Background: an optimization exercise with open tools, aiming at small area, a short achievable clock period and few clock cycles per item. Do not read the settings as production practice.
Only simulation tests tie the RTL to the original design; equivalence was not proved.
No activity file was given, so power comes from the tool's default toggle rates.

==> inputs of build 79 <==
Design iir_biquad_tdm, start of the top module:
module iir_biquad_tdm (
  input  logic               clk,
  input  logic               reset,
  input  logic               in_valid,
  output logic               in_ready,
  input  logic [1:0]         in_ch,
  input  logic [16:0]        x,
  input  logic               coef_we,
  input  logic [2:0]         coef_sel,
  input  logic [16:0]        coef_data,
  output logic               out_valid,
  output logic [1:0]         out_ch,
  output logic [16:0]        y,
  output logic               ovf
);
==> module iir_biquad_tdm, before the edit <==
module iir_biquad_tdm (
  input  logic               clk,
  input  logic               reset,
  input  logic               in_valid,
  output logic               in_ready,
  input  logic [1:0]         in_ch,
  input  logic [16:0]        x,
  input  logic               coef_we,
  input  logic [2:0]         coef_sel,
  input  logic [16:0]        coef_data,
  output logic               out_valid,
  output logic [1:0]         out_ch,
  output logic [16:0]        y,
  output logic               ovf
);
  logic [1:0]  slot;
  logic        rdy_q, busy_q, rdy, v0;
  logic [1:0]  c0;
  logic [16:0] x0;
  logic [25:0] cb0, cb1, cb2, ca1, ca2;
  logic        pv;
  logic [2:0]  psel;
  logic [1:0]  pcnt;
  logic [16:0] pdata;
  logic [16:0] rx1 [4], rx2 [4], ry1 [4], ry2 [4];
  logic        vs1, vs2, vs3, vs4, vs5;
  logic [35:0] p1a, p1b, p2a, p2b, p3a, p3b, p4a, p4b, p5a, p5b;
  logic [35:0] q1a, q1b, q2a, q2b, q3a, q3b, q4a, q4b, q5a, q5b;
  logic [16:0] y_d;
  logic        ovf_d;
  logic        issue, cw, cw_d, apply, v0_n, pv_n, rdy_n;
  logic [1:0]  c0_n, pcnt_n;
  logic [2:0]  psel_n;
  function automatic logic [25:0] booth_enc(input logic [16:0] c,
                                              input logic negate);
    logic [8:0] one, neg;
    logic [7:0] two;
    logic hi, mid, lo;
    for (int k = 0; k < 9; k++) begin
      hi  = c[(2*k+1 > 16) ? 16 : 2*k+1];
      mid = c[2*k];
      lo  = (k == 0) ? 1'b0 : c[2*k-1];
      one[k] = mid ^ lo;
      if (k < 8) two[k] = (hi & ~mid & ~lo) | (~hi & mid & lo);
      neg[k] = negate ? (~hi & (mid | lo)) : (hi & ~(mid & lo));
    end
    booth_enc = {neg, two, one};
  endfunction
  function automatic logic [1:0] lat(input logic [2:0] sel);
    case (sel)
      3'd1:    lat = 2'd0;    
      3'd0:    lat = 2'd1;    
      3'd4:    lat = 2'd2;    
      default: lat = 2'd3;    
    endcase
  endfunction
  assign in_ready = rdy_q;
  assign rdy      = ~busy_q;
  assign issue    = v0 & (c0 == slot);
  assign cw       = rdy & coef_we;
  assign cw_d     = cw & (coef_sel == 3'd0 | coef_sel == 3'd1 |
                          coef_sel == 3'd3 | coef_sel == 3'd4);
  assign apply    = pv & (pcnt == lat(psel));
  assign v0_n   = rdy ? in_valid : (v0 & ~issue);
  assign c0_n   = rdy ? in_ch : c0;
  assign pv_n   = cw_d | (pv & ~apply);
  assign psel_n = cw_d ? coef_sel : psel;
  assign pcnt_n = cw_d ? 2'd0 : pcnt + 2'd1;
  assign rdy_n  = (~v0_n | (c0_n == slot + 2'd1)) &
                  (~pv_n | (pcnt_n == lat(psel_n)));
  iir_st0 u_s0 (.c(cb2), .d(rx2[0]), .out_a(q1a), .out_b(q1b));
  iir_stm u_s1 (.c(cb1), .d(rx2[3]), .in_a(p1a), .in_b(p1b), .out_a(q2a), .out_b(q2b));
  iir_stm u_s2 (.c(cb0), .d(rx1[2]), .in_a(p2a), .in_b(p2b), .out_a(q3a), .out_b(q3b));
  iir_stm u_s3 (.c(ca2), .d(ry2[1]), .in_a(p3a), .in_b(p3b), .out_a(q4a), .out_b(q4b));
  iir_stm u_s4 (.c(ca1), .d(ry1[0]), .in_a(p4a), .in_b(p4b), .out_a(q5a), .out_b(q5b));
  iir_stf u_s5 (.in_a(p5a), .in_b(p5b), .y_o(y_d), .ovf_o(ovf_d));
  always_ff @(posedge clk) begin
    p1a <= q1a; p1b <= q1b;
    p2a <= q2a; p2b <= q2b;
    p3a <= q3a; p3b <= q3b;
    p4a <= q4a; p4b <= q4b;
    p5a <= q5a; p5b <= q5b;
    y   <= y_d;
    ovf <= ovf_d;
    out_ch <= slot - 2'd1;
    if (rdy) begin
      c0 <= in_ch;
      x0 <= x;
    end
    if (cw_d) begin
      psel  <= coef_sel;
      pdata <= coef_data;
    end
    pcnt <= pcnt_n;
    if (reset) begin
      slot  <= 2'd0;
      rdy_q <= 1'b1;
      busy_q <= 1'b0;
      v0    <= 1'b0;
      pv    <= 1'b0;
      vs1 <= 1'b0; vs2 <= 1'b0; vs3 <= 1'b0; vs4 <= 1'b0; vs5 <= 1'b0;
      out_valid <= 1'b0;
      cb0 <= '0; cb1 <= '0; cb2 <= '0; ca1 <= '0; ca2 <= '0;
      for (int k = 0; k < 4; k++) begin
        rx1[k] <= '0; rx2[k] <= '0; ry1[k] <= '0; ry2[k] <= '0;
      end
    end else begin
      slot  <= slot + 2'd1;
      rdy_q <= rdy_n;
      busy_q <= ~rdy_n;
      v0    <= v0_n;
      pv    <= pv_n;
      vs1 <= issue; vs2 <= vs1; vs3 <= vs2; vs4 <= vs3; vs5 <= vs4;
      out_valid <= vs5;
      if (cw && coef_sel == 3'd2) cb2 <= booth_enc(coef_data, 1'b0);
      if (apply) begin
        case (psel)
          3'd0:    cb0 <= booth_enc(pdata, 1'b0);
          3'd1:    cb1 <= booth_enc(pdata, 1'b0);
          3'd3:    ca1 <= booth_enc(pdata, 1'b1);
          default: ca2 <= booth_enc(pdata, 1'b1);
        endcase
      end
      for (int k = 0; k < 4; k++) begin
        rx1[k] <= rx1[(k + 1) % 4];
        rx2[k] <= rx2[(k + 1) % 4];
        ry1[k] <= ry1[(k + 1) % 4];
        ry2[k] <= ry2[(k + 1) % 4];
      end
      if (issue) begin
        rx1[3] <= x0;
        rx2[3] <= rx1[0];
      end
      if (vs5) begin
        ry1[2] <= y_d;
        ry2[2] <= ry1[3];
      end
    end
  end
endmodule
Settings: LEC_CHECK=0, ABC_AREA=1, CAP_MARGIN=20, CORE_MARGIN=2, CORE_UTILIZATION=40, SLEW_MARGIN=20; clock period 13.0 ns.
standard.sh (not shown) runs the stock make flow with config.mk's settings and CLKGATE_MAP_FILE= SYNTH_SCRIPT=/design/flow/synth_recipe.tcl, a recipe that flattens the netlist after the stock synthesis.
==> flow/flow/run.sh <==
#!/bin/bash
# Standard ORFS layout with three changes to how it is made:
#  - after the standard synthesis, flow/invopt.py re-chooses the polarity of
#    each full adder (and of some two-level gates) to cancel the inverters
#    synthesis leaves between adders; the logic and registers are unchanged;
#  - the port buffers use a plain buffer cell instead of a delay buffer;
#  - the timing repair aims below the clock period (setup margin).
# Each tool's output goes to a log file of its own in this folder.
set -euo pipefail
cd "$(dirname "$0")/.."
KNOBS=(BUFFER_PORTS_ARGS="-buffer_cell sky130_fd_sc_hd__buf_4" SETUP_SLACK_MARGIN=9.4)
RES="$PWD/orfs/results/sky130hd/iir_biquad_tdm/base"
bash standard.sh "${KNOBS[@]}" "$RES/1_2_yosys.v" > flow_synth.log 2>&1
cp "$RES/1_2_yosys.v" yosys_netlist.v
python3 flow/invopt.py yosys_netlist.v "$RES/1_2_yosys.v" > invopt.log 2>&1
bash standard.sh "${KNOBS[@]}" finish > flow_make.log 2>&1
Other scripts of this flow, unchanged in this note and not shown: flow/flow/invopt.py
==> build 8: changes against build 79 <==
--- a/flow/design.v
+++ b/flow/design.v
@@ -1080,4 +1080,5 @@
   logic        issue, cw, cw_d, apply, v0_n, pv_n, rdy_n;
   logic [1:0]  c0_n, pcnt_n;
+  logic [25:0] enc_in, enc_p;
   logic [2:0]  psel_n;
   function automatic logic [25:0] booth_enc(input logic [16:0] c,
@@ -1116,6 +1117,18 @@
   assign psel_n = cw_d ? coef_sel : psel;
   assign pcnt_n = cw_d ? 2'd0 : pcnt + 2'd1;
-  assign rdy_n  = (~v0_n | (c0_n == slot + 2'd1)) &
-                  (~pv_n | (pcnt_n == lat(psel_n)));
+  assign rdy_n  = rdy ? (~(in_valid & (in_ch != slot + 2'd1)) &
+                         ~(coef_we & (coef_sel == 3'd0 | coef_sel == 3'd3 |
+                                      coef_sel == 3'd4)))
+                      : ((~v0_n | (c0 == slot + 2'd1)) &
+                         (~pv_n | (pcnt_n == lat(psel_n))));
+  assign enc_in = booth_enc(coef_data, 1'b0) & {26{~reset}};
+  assign enc_p  = booth_enc(pdata, psel[2] | psel[1]) & {26{~reset}};
+  always_ff @(posedge clk) begin
+    if (reset | (cw & (coef_sel == 3'd2)))  cb2 <= enc_in;
+    if (reset | (apply & (psel == 3'd0)))   cb0 <= enc_p;
+    if (reset | (apply & (psel == 3'd1)))   cb1 <= enc_p;
+    if (reset | (apply & (psel == 3'd3)))   ca1 <= enc_p;
+    if (reset | (apply & (psel == 3'd4)))   ca2 <= enc_p;
+  end
   iir_st0 u_s0 (.c(cb2), .d(rx2[0]), .out_a(q1a), .out_b(q1b));
   iir_stm u_s1 (.c(cb1), .d(rx2[3]), .in_a(p1a), .in_b(p1b), .out_a(q2a), .out_b(q2b));
@@ -1150,5 +1163,4 @@
       vs1 <= 1'b0; vs2 <= 1'b0; vs3 <= 1'b0; vs4 <= 1'b0; vs5 <= 1'b0;
       out_valid <= 1'b0;
-      cb0 <= '0; cb1 <= '0; cb2 <= '0; ca1 <= '0; ca2 <= '0;
       for (int k = 0; k < 4; k++) begin
         rx1[k] <= '0; rx2[k] <= '0; ry1[k] <= '0; ry2[k] <= '0;
@@ -1162,13 +1174,4 @@
       vs1 <= issue; vs2 <= vs1; vs3 <= vs2; vs4 <= vs3; vs5 <= vs4;
       out_valid <= vs5;
-      if (cw && coef_sel == 3'd2) cb2 <= booth_enc(coef_data, 1'b0);
-      if (apply) begin
-        case (psel)
-          3'd0:    cb0 <= booth_enc(pdata, 1'b0);
-          3'd1:    cb1 <= booth_enc(pdata, 1'b0);
-          3'd3:    ca1 <= booth_enc(pdata, 1'b1);
-          default: ca2 <= booth_enc(pdata, 1'b1);
-        endcase
-      end
       for (int k = 0; k < 4; k++) begin
         rx1[k] <= rx1[(k + 1) % 4];
--- a/flow/flow/run.sh
+++ b/flow/flow/run.sh
@@ -9,5 +9,5 @@
 set -euo pipefail
 cd "$(dirname "$0")/.."
-KNOBS=(BUFFER_PORTS_ARGS="-buffer_cell sky130_fd_sc_hd__buf_4" SETUP_SLACK_MARGIN=9.4)
+KNOBS=(BUFFER_PORTS_ARGS="-buffer_cell sky130_fd_sc_hd__buf_4" SETUP_SLACK_MARGIN=9.3)
 RES="$PWD/orfs/results/sky130hd/iir_biquad_tdm/base"
 bash standard.sh "${KNOBS[@]}" "$RES/1_2_yosys.v" > flow_synth.log 2>&1
Settings changed: ABC_AREA 1 to default.
==> build 76: changes against build 79 <==
--- a/flow/design.v
+++ b/flow/design.v
@@ -1063,5 +1063,5 @@
   output logic               ovf
 );
-  logic [1:0]  slot;
+  logic [1:0]  slot, zc;
   logic        rdy_q, busy_q, rdy, v0;
   logic [1:0]  c0;
@@ -1080,4 +1080,5 @@
   logic        issue, cw, cw_d, apply, v0_n, pv_n, rdy_n;
   logic [1:0]  c0_n, pcnt_n;
+  logic [25:0] enc_in, enc_p;
   logic [2:0]  psel_n;
   function automatic logic [25:0] booth_enc(input logic [16:0] c,
@@ -1116,6 +1117,18 @@
   assign psel_n = cw_d ? coef_sel : psel;
   assign pcnt_n = cw_d ? 2'd0 : pcnt + 2'd1;
-  assign rdy_n  = (~v0_n | (c0_n == slot + 2'd1)) &
-                  (~pv_n | (pcnt_n == lat(psel_n)));
+  assign rdy_n  = rdy ? (~(in_valid & (in_ch != slot + 2'd1)) &
+                         ~(coef_we & (coef_sel == 3'd0 | coef_sel == 3'd3 |
+                                      coef_sel == 3'd4)))
+                      : ((~v0_n | (c0 == slot + 2'd1)) &
+                         (~pv_n | (pcnt_n == lat(psel_n))) & (zc[1] == 1'b0));
+  assign enc_in = booth_enc(coef_data, 1'b0) & {26{~reset}};
+  assign enc_p  = booth_enc(pdata, psel[2] | psel[1]) & {26{~reset}};
+  always_ff @(posedge clk) begin
+    if (reset | (cw & (coef_sel == 3'd2)))  cb2 <= enc_in;
+    if (reset | (apply & (psel == 3'd0)))   cb0 <= enc_p;
+    if (reset | (apply & (psel == 3'd1)))   cb1 <= enc_p;
+    if (reset | (apply & (psel == 3'd3)))   ca1 <= enc_p;
+    if (reset | (apply & (psel == 3'd4)))   ca2 <= enc_p;
+  end
   iir_st0 u_s0 (.c(cb2), .d(rx2[0]), .out_a(q1a), .out_b(q1b));
   iir_stm u_s1 (.c(cb1), .d(rx2[3]), .in_a(p1a), .in_b(p1b), .out_a(q2a), .out_b(q2b));
@@ -1144,16 +1157,14 @@
     if (reset) begin
       slot  <= 2'd0;
-      rdy_q <= 1'b1;
-      busy_q <= 1'b0;
+      zc    <= 2'd3;
+      rdy_q <= 1'b0;
+      busy_q <= 1'b1;
       v0    <= 1'b0;
       pv    <= 1'b0;
       vs1 <= 1'b0; vs2 <= 1'b0; vs3 <= 1'b0; vs4 <= 1'b0; vs5 <= 1'b0;
       out_valid <= 1'b0;
-      cb0 <= '0; cb1 <= '0; cb2 <= '0; ca1 <= '0; ca2 <= '0;
-      for (int k = 0; k < 4; k++) begin
-        rx1[k] <= '0; rx2[k] <= '0; ry1[k] <= '0; ry2[k] <= '0;
-      end
     end else begin
       slot  <= slot + 2'd1;
+      if (zc != 2'd0) zc <= zc - 2'd1;
       rdy_q <= rdy_n;
       busy_q <= ~rdy_n;
@@ -1162,27 +1173,25 @@
       vs1 <= issue; vs2 <= vs1; vs3 <= vs2; vs4 <= vs3; vs5 <= vs4;
       out_valid <= vs5;
-      if (cw && coef_sel == 3'd2) cb2 <= booth_enc(coef_data, 1'b0);
-      if (apply) begin
-        case (psel)
-          3'd0:    cb0 <= booth_enc(pdata, 1'b0);
-          3'd1:    cb1 <= booth_enc(pdata, 1'b0);
-          3'd3:    ca1 <= booth_enc(pdata, 1'b1);
-          default: ca2 <= booth_enc(pdata, 1'b1);
-        endcase
-      end
-      for (int k = 0; k < 4; k++) begin
-        rx1[k] <= rx1[(k + 1) % 4];
-        rx2[k] <= rx2[(k + 1) % 4];
-        ry1[k] <= ry1[(k + 1) % 4];
-        ry2[k] <= ry2[(k + 1) % 4];
-      end
-      if (issue) begin
-        rx1[3] <= x0;
-        rx2[3] <= rx1[0];
-      end
-      if (vs5) begin
-        ry1[2] <= y_d;
-        ry2[2] <= ry1[3];
-      end
+    end
+  end
+  always_ff @(posedge clk) begin
+    for (int k = 0; k < 4; k++) begin
+      rx1[k] <= rx1[(k + 1) % 4];
+      rx2[k] <= rx2[(k + 1) % 4];
+      ry1[k] <= ry1[(k + 1) % 4];
+      ry2[k] <= ry2[(k + 1) % 4];
+    end
+    if (reset || zc != 2'd0) begin
+      rx1[3] <= '0;
+      rx2[3] <= '0;
+      ry1[3] <= '0;
+      ry2[3] <= '0;
+    end else if (issue) begin
+      rx1[3] <= x0;
+      rx2[3] <= rx1[0];
+    end
+    if (vs5 && !reset) begin
+      ry1[2] <= y_d;
+      ry2[2] <= ry1[3];
     end
   end
--- a/flow/flow/run.sh
+++ b/flow/flow/run.sh
@@ -9,5 +9,5 @@
 set -euo pipefail
 cd "$(dirname "$0")/.."
-KNOBS=(BUFFER_PORTS_ARGS="-buffer_cell sky130_fd_sc_hd__buf_4" SETUP_SLACK_MARGIN=9.4)
+KNOBS=(BUFFER_PORTS_ARGS="-buffer_cell sky130_fd_sc_hd__buf_4" SETUP_SLACK_MARGIN=9.3)
 RES="$PWD/orfs/results/sky130hd/iir_biquad_tdm/base"
 bash standard.sh "${KNOBS[@]}" "$RES/1_2_yosys.v" > flow_synth.log 2>&1
Settings changed: ABC_AREA 1 to default, CORE_UTILIZATION 40 to 55, CTS_CLUSTER_DIAMETER from default to 80, CTS_CLUSTER_SIZE from default to 26, PLACE_DENSITY from default to 0.7.
==> comparison table <==
quantity                                                                     build 76                   build 8                  build 79
Total number of sequential cells                                                  832                       830                       830
Design area                                                                 58900 µm²                 62200 µm²                 65600 µm²
Power attributed to the clock group                                           1730 µW                   2660 µW                   2790 µW
Switching share of power                                                        41.8%                     39.8%                     35.4%
Result of the run                                            timing/DRC/antenna clean  timing/DRC/antenna clean  timing/DRC/antenna clean
Combinational power                                                           8320 µW                   7550 µW                   3400 µW
Hold path startpoint                                                       rx1[3][15]                   p2a[35]                   p2a[35]
Std-Cell Rows                                                                     115                       136                       136
Via-to-Cell Ratio                                                                6.07                      5.52                      5.48
First-pass GRT wire length                                                  223000 µm                 233000 µm                 272000 µm
Floorplan die width                                                            318 µm                    375 µm                    376 µm
Layout buffer count excluding clock buffers                                       293                       351                       531
Total number of nets in the final design                                         5437                      5668                      6704
Relative area of non-clock buffer cells in the final design                     4.37%                     5.18%                     7.09%
Cell with the largest stage delay on the worst path          sky130_fd_sc_hd__dfxtp_2  sky130_fd_sc_hd__dfxtp_4  sky130_fd_sc_hd__dfxtp_2
Number of clock-tree buffers in the layout                                         58                       120                       116
Overall power                                                                14000 µW                  14100 µW                   9510 µW
Post-CTS setup-driven buffer insertion count                                       99                       146                       291
Remaining max-slew budget at the tightest pin                                   23.7%                     25.3%                     35.0%
Gate count after technology mapping                                              4536                      4695                      5410
Testbench counts of build 79, summed over its fixed seeds: cycles 4,240, items 4,096.
Testbench counts of build 8, summed over its fixed seeds: cycles 4,240, items 4,096.
Testbench counts of build 76, summed over its fixed seeds: cycles 4,256, items 4,096.

re-timing with driven ports:
Ports are ideal in the flow. The routed layouts listed here were re-timed in OpenROAD.
Step 1 assumes that a clkbuf_16 drives the clock port and a buf_2 every other input.
Step 2 adds t to the input delays and takes it off the output delays; t is the mean of the earliest and latest rising clock arrival at the registers after step 1. Input paths then give back, and output paths get back, about the clock's delay inside the block.
a / b / c = ideal ports / drivers / drivers and shift; a / b = the first two.
run | t (ns) | setup slack, ns | worst setup path at the end
build 79 | 0.780 | 9.249 / 9.172 / 8.865 | input to register
build 8 | 0.752 | 9.218 / 9.143 / 8.564 | input to register
build 76 | 0.706 | 9.284 / 9.217 / 8.620 | input to register
After both steps setup and hold are still met in every run listed. The setup slack of build 76, which loses most, moves by -0.067 ns with the drivers and by -0.664 ns with both steps.
